Background: an optimization exercise with open tools, aiming at small area, a short achievable clock period and few clock cycles. Do not read the settings as production practice.
Only simulation tests tie the RTL to the original design; equivalence was not proved.

## flow/design.v (module list and top-level ports; edited modules follow where they fit)
// module gcn_sequencer: 28 lines
// module gcn_adjacency: 29 lines
// module gcn_aggregate: 188 lines
// module gcn_transform: 480 lines
// module gcn_fa: 10 lines
// module gcn_ha: 9 lines
// module gcn_argmax: 46 lines
// module gcn_top: 65 lines
module gcn_top (
    input  logic                                      clk,
    input  logic                                      rst_n,
    input  logic                                      start,
    input  logic [6-1:0][3-1:0]    edge_src,
    input  logic [6-1:0][3-1:0]    edge_dst,
    input  logic [6-1:0][5-1:0]    feat_col,
    input  logic [3-1:0][5-1:0]  weight_row,
    output logic                                      feat_re,
    output logic [4-1:0]                    feat_addr,
    output logic [6-1:0][2-1:0]   y,
    output logic                                      done
);
  // ...
==> flow/run.sh <==
#!/bin/bash
# synth_recipe.tcl (not shown) runs the flow's synth.tcl, then flattens the netlist and writes it again
# the make line also repeats each setting of config.mk as NAME=value (left out here)
make -C /OpenROAD-flow-scripts/flow DESIGN_CONFIG=/design/flow/config.mk WORK_HOME=/design/flow/orfs CLKGATE_MAP_FILE= SYNTH_SCRIPT=/design/flow/synth_recipe.tcl finish
==> flow/config.mk <==
export PLATFORM = sky130hd
export DESIGN_NAME = gcn_top
export DESIGN_NICKNAME = gcn_top
export VERILOG_FILES = /design/flow/design.v
export SDC_FILE = /design/flow/constraint.sdc
export NUM_CORES = 4
export LEC_CHECK = 0
export CAP_MARGIN = 20
export CORE_MARGIN = 2
export CORE_UTILIZATION = 40
export SETUP_SLACK_MARGIN = 3
export SLEW_MARGIN = 20
export SYNTH_HIERARCHICAL = 1
==> flow/constraint.sdc <==
create_clock -name core_clock -period 7.5 [get_ports {clk}]
set_input_delay 1.5000 -clock core_clock [delete_from_list [all_inputs] [get_ports {clk}]]
set_output_delay 1.5000 -clock core_clock [all_outputs]
set_load 0.01 [all_outputs]
==> impl_metrics.json, run 1 <==
{
  "status": "finished clean",
  "largest_reg_flops": 216,
  "crit_top_cell": "fa_1",
  "crit_chain": "buf_4 -> a22oi_1 -> xnor2_1 -> ha_1 -> fa_1 -> fa_1 -> fa_1 -> fa_1 -> a21o_1 -> a21oi_1 -> o21ai_0",
  "syn_to_final_growth_pct": 8.359,
  "final_nets": 5104,
  "synth.avg_cell_area_um2": 9.740,
  "wl_met2_mm": 48.29,
  "min_to": "i_agg.wdiff[13]$_DFF_P_",
  "viasPerCell": 5.381,
  "cp_num_buf_inv": 1,
  "syn-cell-area_um2": 40970,
  "dp.cells": 5461,
  "grt_use_met3_pct": 2.572,
  "final.setup.tns_ns": 0,
  "reg2regPathDepth": 11,
  "period_minus_slack_ns": 4.220,
  "multi_input_area_share_pct": 69.58,
  "drive_gt1_share_pct": 7.766,
  "drc": 0,
  "max_stage_delay_ns": 0.60,
  "final-clk-cell-share_pct": 3.740,
  "dieHeight_um": 324.0,
  "grt_pass1_wl_mm": 171.6,
  "cpMaxStageDelayCell": "dfxtp_2",
  "dpl.hpwl_mm": 78.53,
  "dr.pass1.iters": 6,
  "multi_input_cells": 3403,
  "seq_share_pct": 18.67,
  "grt_max_degree": 127,
  "place_ws_ns": 3.330,
  "cts_root_buf": "clkbuf_16"
}
Testbench counts, summed over its fixed seeds: cycles 8,064.
==> inputs of run 2 (changes only) <==
--- a/flow/config.mk
+++ b/flow/config.mk
@@ -8,6 +8,6 @@
 export CAP_MARGIN = 20
 export CORE_MARGIN = 2
 export CORE_UTILIZATION = 40
-export SETUP_SLACK_MARGIN = 3
+export SETUP_SLACK_MARGIN = 5
 export SLEW_MARGIN = 20
 export SYNTH_HIERARCHICAL = 1
==> run 2 against run 1 <==
Compared with the run above: still clean on timing, DRC and antenna; register-to-register slack improved by 0.69 ns; highest routed layer is now met5; clock skew rose by 0.018 ns; area after synthesis did not move; via count rose by 13%; synthesized cell count did not move; first-iteration DRC count rose by 43%.
==> impl_metrics.json, run 2 <==
{
  "syn-cell-area_um2": 40970,
  "timing_hold_violations_final": 0,
  "crit_path_end_kind": "flop",
  "fin_skew_ns": 0.04957,
  "required_ns": 8.00,
  "cts_root_buf": "clkbuf_16",
  "clockBufferDepth": 3,
  "busiest_layer": "met2",
  "final.setup.tns_ns": 0,
  "critPathLaunchType": "flop",
  "period_share_pct": 47.03,
  "finalSetupViolCount": 0,
  "crit_chain": "buf_6 -> and2_4 -> fa_1 -> fa_1 -> fa_1 -> ha_4 -> a21boi_2 -> buf_4 -> a311o_1",
  "crit_top_cell": "fa_1",
  "wl_per_cell_um": 23.90,
  "max_stage_delay_ns": 0.61,
  "drt_iter0_drc": 2752,
  "die-area_um2": 105000,
  "postCtsHoldBufs": 0,
  "min_to": "i_agg.wdiff[14]$_DFF_P_",
  "tightest_slew_ns": 0.9100,
  "max_freq_mhz": 283.5,
  "gr-usage-met1_pct": 34.68,
  "cp_top_family": "adder cells",
  "min_path_type": "flop to flop",
  "fin_hold_ws_ns": 0.3249,
  "cts_tree": "built",
  "hp-start": "i_agg.wd_r[14]$_DFF_P_",
  "crit_fanout": 5,
  "first_global_vias": 34120,
  "maxCapViolCount": 0,
  "io_pins": 102,
  "drive_gt1_share_pct": 35.95,
  "clkSlewWorstSetupHoldPaths_ns": 0.06,
  "num_vias": 33640,
  "fp-row-count": 117,
  "r2r_start": "i_adj.tri_r[2]$_SDFFCE_PP1P_",
  "dr.pass1.iters": 6,
  "syn_to_final_growth_pct": 35.43,
  "antenna_left": 0,
  "syn_nets": 5165,
  "grt_pass1_wl_mm": 209.4,
  "synth.avg_cell_area_um2": 9.740,
  "largest_reg_flops": 216,
  "rsz0062_at_grt": "true",
  "viasPerCell": 5.619,
  "cts_buffers": 52,
  "cp_num_buf_inv": 2,
  "cts.sinks": 394,
  "period_minus_slack_ns": 3.527,
  "status": "finished clean",
  "place.gp.congestion": 0.9255,
  "grt_use_met3_pct": 4.314,
  "final_nets": 5535,
  "finalWirelength_mm": 143.1,
  "grtUsageMet2_pct": 42.12,
  "grt_usage_pct": 26.37,
  "top_register": "i_xfm.acc",
  "slew_headroom_pct": 39.27,
  "r2r_slack_ns": 3.97,
  "arrival_ns": 4.02,
  "dieHeight_um": 324.0,
  "antenna_found_initial": 6,
  "dpl.hpwl_mm": 83.20,
  "gr-total-overflow": 0,
  "worst_r2r_endpoint": "i_agg.agg_sum[22]$_DFF_P_",
  "finalWorstSetupSlack_ns": 3.973,
  "holdPathStages": 0,
  "io_buffer_count": 100,
  "cpMaxStageDelayCell": "fa_1",
  "drv_slew": 0,
  "final_cell_mix": "417 x xnor2_1, 273 x ha_1, 263 x dfxtp_1",
  "synthCells": 4206,
  "h-tree-depth": 2,
  "reg2regPathDepth": 9,
  "insertion_delay_ns": 0.68,
  "layout_commonest_cell": "xnor2_1",
  "start_util_pct": 40.27,
  "die_width_um": 324.0,
  "place_ws_ns": 3.265,
  "core_area_um2": 101700,
  "reg_top3": "i_xfm.acc: 216 flops, i_agg.agg_sum: 48 flops, i_agg.xr: 30 flops",
  "drc": 0,
  "ys_warn_count": 11,
  "grt_max_degree": 49,
  "critPathKind": "flop to flop"
}
## run 2: what timing repair did
action / 4_1_cts / 5_1_grt
resized for setup: 759 / 291
pin swaps: 461 / 304
setup buffers: 298 / 92
hold endpoints to repair: 0 / 0
gates cloned: 33 / 6
setup endpoints to repair: 329 / 296
## run 2: how the worst max path moves through the flow
stage / slack, ns / depth (start not counted) / from / to
2_1_floorplan: 4.10 / 11 / i_adj.tri_r[5]$_SDFFCE_PP1P_ / i_agg.agg_sum[46]$_DFF_P_
3_3_place_gp: 3.30 / 10 / i_seq.first_mac$_DFF_P_ / i_xfm.acc[136]$_DFF_P_
3_5_place_dp: 3.26 / 10 / i_seq.first_mac$_DFF_P_ / i_xfm.acc[172]$_DFF_P_
4_1_cts: 4.03 / 10 / i_adj.tri_r[5]$_SDFFCE_PP1P_ / i_agg.agg_sum[46]$_DFF_P_
5_1_grt: 3.88 / 12 / i_adj.tri_r[15]$_SDFFCE_PP1P_ / i_agg.agg_sum[30]$_DFF_P_
6_report: 3.97 / 9 / i_adj.tri_r[2]$_SDFFCE_PP1P_ / i_agg.agg_sum[22]$_DFF_P_
## run 2: final cells by class
type | count | area (µm²)
multi-input combinational | 3403 | 36330
clock inverter | 26 | 344.1
antenna | 1 | 2.502
clock buffer | 69 | 1466
timing repair buffer | 551 | 6475
tap | 1368 | 1712
inverter | 174 | 703.2
fill | 8529 | 46260
sequential | 394 | 8448
## run 2: per-layer routing
layer	routed length (µm)	share of wire [%]
met4	9558	6.7
met3	10730	7.5
met2	63790	45
met5	36	0.025
met1	58940	41
## run 2: metrics by stage
step	cells	util [%]	area (µm²)
floorplan	4206	-	44230
global placement	5461	44.63	45410
detailed placement	5461	44.63	45410
CTS	5887	52.44	53350
global route	5986	54.53	55480
finish	5986	54.53	55480
==> inputs of run 3 (changes only) <==
--- a/flow/config.mk
+++ b/flow/config.mk
@@ -8,6 +8,6 @@
 export CAP_MARGIN = 20
 export CORE_MARGIN = 2
 export CORE_UTILIZATION = 40
-export SETUP_SLACK_MARGIN = 5
+export SETUP_SLACK_MARGIN = 4.0
 export SLEW_MARGIN = 20
 export SYNTH_HIERARCHICAL = 1
==> run 3 against run 2 <==
Compared with the run above: sequential cell count unchanged; clock skew decreased by 0.021 ns; worst setup slack worse by 0.078 ns; clock-buffer cell count grew 5; critical path type unchanged; critical endpoint is now i_agg.agg_sum[38]$_DFF_P_.
==> impl_metrics.json, run 3 <==
{
  "ff_latch_area_um2": 8359,
  "period_minus_slack_ns": 3.605,
  "num-fill-cells": 9419,
  "io_pins": 102,
  "largest_reg_flops": 216,
  "io_buffer_count": 100,
  "max_stage_delay_ns": 0.55,
  "fin_util_pct": 46.86,
  "synthCells": 4206,
  "grt_max_degree": 61,
  "max_freq_mhz": 277.4,
  "critPathKind": "flop to flop",
  "cts_tree": "built",
  "cp_top_family": "adder cells",
  "fin_skew_ns": 0.02838,
  "arrival_ns": 4.11,
  "dpl.hpwl_mm": 78.20,
  "fp-row-count": 117,
  "dieHeight_um": 324.0,
  "dp.cells": 5461,
  "grt_usage_pct": 22.01,
  "crit_fanout": 7,
  "postCtsHoldBufs": 0,
  "stdcell_count": 5709,
  "required_ns": 8.01,
  "syn_to_final_growth_pct": 16.37,
  "final_cell_mix": "467 x xnor2_1, 454 x ha_1, 324 x fa_1",
  "antenna_left": 0,
  "reg_top3": "i_xfm.acc: 216 flops, i_agg.agg_sum: 48 flops, i_agg.xr: 30 flops",
  "min_path_type": "flop to flop",
  "multiInputGateArea_um2": 31790,
  "top_register": "i_xfm.acc",
  "cts_root_buf": "clkbuf_16",
  "drc": 0,
  "cts.sinks": 394,
  "die_width_um": 324.0,
  "hp-start": "i_agg.wd_r[4]$_DFF_P_",
  "antenna_found_initial": 3,
  "min_to": "i_agg.wdiff[4]$_DFF_P_",
  "num_vias": 31420,
  "cpMaxStageDelayCell": "fa_2",
  "clkSlewWorstSetupHoldPaths_ns": 0.06,
  "grt_pass1_wl_mm": 179.8,
  "syn-cell-area_um2": 40970,
  "r2r_slack_ns": 3.90,
  "reg2regPathDepth": 11,
  "synth.avg_cell_area_um2": 9.740,
  "timing_hold_violations_final": 0,
  "core_area_um2": 101700,
  "wl_per_cell_um": 21.08,
  "place.gp.congestion": 0.9055,
  "dr.pass1.iters": 7,
  "ys_warn_count": 11,
  "critPathLaunchType": "flop",
  "start_util_pct": 40.27,
  "worst_r2r_endpoint": "i_agg.agg_sum[38]$_DFF_P_",
  "place_ws_ns": 3.292,
  "h-tree-depth": 2,
  "status": "finished clean",
  "syn_nets": 5165,
  "layout_commonest_cell": "xnor2_1",
  "die-area_um2": 105000,
  "slew_headroom_pct": 38.82,
  "gr-total-overflow": 0,
  "drive_gt1_share_pct": 16.27,
  "finalWirelength_mm": 120.4,
  "crit_chain": "buf_6 -> and2_4 -> fa_1 -> fa_2 -> fa_2 -> ha_4 -> nor2b_4 -> o21ai_2 -> a21boi_2 -> nor4_1 -> a311o_1",
  "tightest_slew_ns": 0.9167,
  "finalSetupViolCount": 0,
  "first_global_vias": 31650,
  "holdPathStages": 0,
  "maxCapViolCount": 0,
  "period_share_pct": 48.06,
  "final_nets": 5253,
  "r2r_start": "i_adj.tri_r[10]$_SDFFCE_PP1P_",
  "final.setup.tns_ns": 0,
  "rsz0062_at_grt": "true",
  "clockBufferDepth": 3,
  "crit_path_end_kind": "flop",
  "insertion_delay_ns": 0.64,
  "drt_iter0_drc": 2140,
  "finalWorstSetupSlack_ns": 3.895,
  "viasPerCell": 5.503,
  "cp_num_buf_inv": 1,
  "crit_top_cell": "fa_2",
  "drv_slew": 0,
  "cts_buffers": 52
}
-- run 3: cell types whose count changed in the layout (fill, tap and decap cells not counted), sizes merged --
| cell | before | now |
|---|---|---|
| clkdlybuf4s18 | 1 | 0 |
| diode | 1 | 3 |
| clkbuf | 85 | 86 |
| buf | 453 | 150 |
| bufbuf | 13 | 7 |
| clkdlybuf4s15 | 22 | 0 |
| clkdlybuf4s50 | 38 | 100 |
| clkinv | 13 | 7 |
| inv | 170 | 179 |
| dlygate4sd2 | 8 | 0 |
| clkinvlp | 10 | 5 |
-- run 3: final cells by class --
type	count	area share, %
Multi-Input combinational cell	3403	66.68
Clock buffer	74	3.315
Inverter	174	1.386
Antenna cell	3	0.01575
Clock inverter	24	0.6798
Tap cell	1368	3.590
Sequential cell	394	17.53
Timing Repair Buffer	269	6.795
-- run 3: worst max-delay path by stage --
stage / startpoint / cells past startpoint / to
CTS: i_adj.tri_r[8]$_SDFFCE_PP1P_ / 12 / i_agg.agg_sum[22]$_DFF_P_
finish: i_adj.tri_r[10]$_SDFFCE_PP1P_ / 11 / i_agg.agg_sum[38]$_DFF_P_
global route: i_adj.tri_r[10]$_SDFFCE_PP1P_ / 11 / i_agg.agg_sum[38]$_DFF_P_
floorplan: i_seq.first_mac$_DFF_P_ / 12 / i_xfm.pend[20]$_DFF_P_
detailed placement: i_agg.wdiff[9]$_DFF_P_ / 11 / i_xfm.pend[35]$_DFF_P_
global placement: i_agg.wdiff[9]$_DFF_P_ / 11 / i_xfm.pend[35]$_DFF_P_
-- run 3: routing by layer --
| layer | vias up | global-route usage (%) | wire length [µm] |
|---|---|---|---|
| li1 | 14730 | - | - |
| met3 | 218 | 3.065 | 8200 |
| met2 | 1088 | 36.24 | 55240 |
| met5 | - | 0 | 0 |
| met4 | 0 | 7.901 | 4540 |
| met1 | 15380 | 29.43 | 52390 |
-- run 3: metrics by stage --
step	hold slack (ns)	cell area [µm²]
global placement	0.3108	42790
global route	0.3284	47660
detailed placement	0.3143	42790
CTS	0.3259	46090
finish	0.3236	47670
floorplan	0.3096	41040
-- run 3: what timing repair did --
item                                    4_1_cts  5_1_grt
endpoints found under the setup margin      122       71
pin swaps                                    37      113
gates cloned                                  9       12
resized for setup                           126      198
buffers inserted                             60       66

what the ideal ports hide:
The flow's constraints put no driver on any port. The routed layouts listed below were extracted and timed again, unchanged, in two steps.
Step 1, drivers: a clkbuf_16 drives clk and a buf_2 each remaining input, both assumed.
Step 2, shift: input delay + t, output delay - t, t = (earliest + latest rising clock arrival at the registers) / 2. This alone moves slack from input paths to output paths.
Three values: ideal ports, drivers, drivers and shift; two values: the first two.
run | t, ns | setup slack, ns | worst hold slack (ns) | clock arrival spread, ns | cell pins on the clock port's net
run 1 | 0.682 | 3.280 / 3.280 / 3.280 | 0.326 / 0.326 / 0.326 | 0.033 / 0.032 | 1
run 2 | 0.722 | 3.973 / 3.973 / 3.973 | 0.325 / 0.325 / 0.325 | 0.050 / 0.050 | 1
run 3 | 0.702 | 3.895 / 3.895 / 3.538 | 0.324 / 0.324 / 0.324 | 0.034 / 0.033 | 1
After both steps setup and hold are still met in every run listed. For run 3, which loses most, drivers alone change the setup slack by 0.000 ns; drivers and shift together by -0.357 ns.
